This is an optimization exercise on Yosys and OpenROAD, whose aim is small area, a short achievable clock period and few clock cycles per item, not a production implementation.
The RTL was checked by simulation tests, not by an equivalence proof against the original design.
Power figures rest on the tool's default switching activity, not on a simulated workload.

Design sprite_blit_colour_key_clip, start of the top module:
module sprite_blit_colour_key_clip (
   input  logic        clock,
   input  logic        reset,
   input  logic        req_tvalid,
   output logic        req_tready,
   input  logic [31:0] req_tdata,
   output logic        rsp_tvalid,
   input  logic        rsp_tready,
   output logic [47:0] rsp_tdata,
   output logic [1:0]  rsp_tuser,
   output logic        rsp_tlast,
   input  logic        csr_we,
   input  logic [2:0]  csr_index,
   input  logic [11:0] csr_wdata
);
Size in the first run: ~230 flip-flops, ~110 I/O pins.
export LEC_CHECK = 0
export CAP_MARGIN = 20
export CORE_MARGIN = 2
export CORE_UTILIZATION = 40
export SETUP_SLACK_MARGIN = 4.25
export SLEW_MARGIN = 20
create_clock -name core_clock -period 7.0 [get_ports {clock}]
standard.sh (not shown) runs the stock make flow with config.mk's settings and CLKGATE_MAP_FILE= SYNTH_SCRIPT=/design/flow/synth_recipe.tcl, a recipe that flattens the netlist after the stock synthesis.
==> flow/flow/run.sh <==
#!/bin/bash
# The standard layout (standard.sh), with one change: the port buffers that
# global placement inserts on every input and output use buf_2 instead of the
# resizer's default pick (clkdlybuf4s50_1, a slow delay buffer).
set -euo pipefail
export BUFFER_PORTS_ARGS="-buffer_cell sky130_fd_sc_hd__buf_2"
bash standard.sh finish > standard_finish.log 2>&1
Testbench counts at the start, summed over its fixed seeds: cycles 43,016, items 40,504.
==> next run, changes <==
==> flow/run.sh (new file) <==
#!/bin/bash
# synth_recipe.tcl (not shown) runs the flow's synth.tcl, then flattens the netlist and writes it again
# the make line also repeats each setting of config.mk as NAME=value (left out here)
make -C /OpenROAD-flow-scripts/flow DESIGN_CONFIG=/design/flow/config.mk WORK_HOME=/design/flow/orfs CLKGATE_MAP_FILE= SYNTH_SCRIPT=/design/flow/synth_recipe.tcl finish
--- a/flow/config.mk
+++ b/flow/config.mk
@@ -10,2 +10,3 @@
-export CORE_UTILIZATION = 40
-export SETUP_SLACK_MARGIN = 4.25
+export CORE_UTILIZATION = 60
+export PLACE_DENSITY = 0.75
+export SETUP_SLACK_MARGIN = 4.0
removed: flow/flow/run.sh
removed: flow/standard.sh
Power drops slightly.
Clock-buffer cell count went down by 4.
Synthesized cell count stays the same.
Hold slack gets worse by 0.0031 ns.
Global-route usage is higher by 10 points.
Sequential power barely changes.
==> next run, changes <==
--- a/flow/config.mk
+++ b/flow/config.mk
@@ -10,3 +10,2 @@
-export CORE_UTILIZATION = 60
-export PLACE_DENSITY = 0.75
-export SETUP_SLACK_MARGIN = 4.0
+export CORE_UTILIZATION = 40
+export SETUP_SLACK_MARGIN = 5.0
Result: Non-clock buffer count went up by 155; synthesized area does not change; core utilization goes down by 16 points; clock-buffer cell count increases by 10; worst setup slack got worse by 0.014 ns; power came out higher by roughly a tenth; combinational power grows by a quarter to a third; worst hold slack stays flat.
==> next run, changes <==
==> flow/flow/run.sh (new file) <==
#!/bin/bash
# The standard layout (standard.sh), with one change: the port buffers that
# global placement inserts on every input and output use buf_2 instead of the
# resizer's default pick (clkdlybuf4s50_1, a slow delay buffer).
set -euo pipefail
export BUFFER_PORTS_ARGS="-buffer_cell sky130_fd_sc_hd__buf_2"
bash standard.sh finish > standard_finish.log 2>&1
==> flow/standard.sh (new file) <==
#!/bin/bash
# synth_recipe.tcl (not shown) runs the flow's synth.tcl, then flattens the netlist and writes it again
# the make line also repeats each setting of config.mk as NAME=value (left out here)
make -C /OpenROAD-flow-scripts/flow DESIGN_CONFIG=/design/flow/config.mk WORK_HOME=/design/flow/orfs CLKGATE_MAP_FILE= SYNTH_SCRIPT=/design/flow/synth_recipe.tcl "${@:-finish}"
--- a/flow/config.mk
+++ b/flow/config.mk
@@ -7,0 +8 @@
+export ABC_AREA = 1
@@ -11 +12 @@
-export SETUP_SLACK_MARGIN = 5.0
+export SETUP_SLACK_MARGIN = 4.0
removed: flow/run.sh
Effect:
- The new run completed with no timing, DRC or antenna violations
- flip-flop and latch count does not change
- design area shrinks by 23%
- non-clock buffer count shrinks by 191
- worst setup slack gains 0.27 ns
- final cell count shrinks by 2.1%
- via count shrinks by 7.6%
- total power shrinks by 9.6%
- count of clock-buffer cells in the layout shrinks by 4
==> next run, changes <==
==> flow/run.sh (new file) <==
#!/bin/bash
# synth_recipe.tcl (not shown) runs the flow's synth.tcl, then flattens the netlist and writes it again
# the make line also repeats each setting of config.mk as NAME=value (left out here)
make -C /OpenROAD-flow-scripts/flow DESIGN_CONFIG=/design/flow/config.mk WORK_HOME=/design/flow/orfs CLKGATE_MAP_FILE= SYNTH_SCRIPT=/design/flow/synth_recipe.tcl finish
--- a/flow/config.mk
+++ b/flow/config.mk
@@ -8 +7,0 @@
-export ABC_AREA = 1
removed: flow/flow/run.sh
removed: flow/standard.sh
After rerunning:
- The new run passed the timing, DRC and antenna checks
- design area went up by about 9%
- maximum frequency fell by about 5%
- worst setup slack loses 0.16 ns

## what the ideal ports hide
Ports are ideal in the flow. The routed layouts listed here were re-timed in OpenROAD. Step 1 sets driving cells, clkbuf_16 on the clock port and buf_2 on the other inputs (assumed; they add their load-dependent delay and slew). Step 2 moves the port delays by t, midway between the first and last clock arrival at a register: inputs arrive t later, outputs are due t later. That takes back most of the time a late clock gives input paths. a / b / c = ideal / step 1 / step 2; a / b = the first two.
| run | t, ns | slack for setup (ns) | clock arrival spread, ns |
|---|---|---|---|
| the first run | 0.593 | 3.850 / 3.850 / 3.671 | 0.022 / 0.021 |
| the second run | 0.581 | 3.836 / 3.836 / 3.473 | 0.015 / 0.015 |
| the third run | 0.595 | 3.822 / 3.822 / 3.649 | 0.025 / 0.025 |
| the fourth run | 0.579 | 4.097 / 4.102 / 3.547 | 0.012 / 0.011 |
| the fifth run | 0.589 | 3.938 / 3.938 / 3.507 | 0.020 / 0.020 |
After both steps every run listed still meets setup and hold. For the fourth run, which loses most, drivers alone change the setup slack by +0.005 ns; drivers and shift together by -0.550 ns.
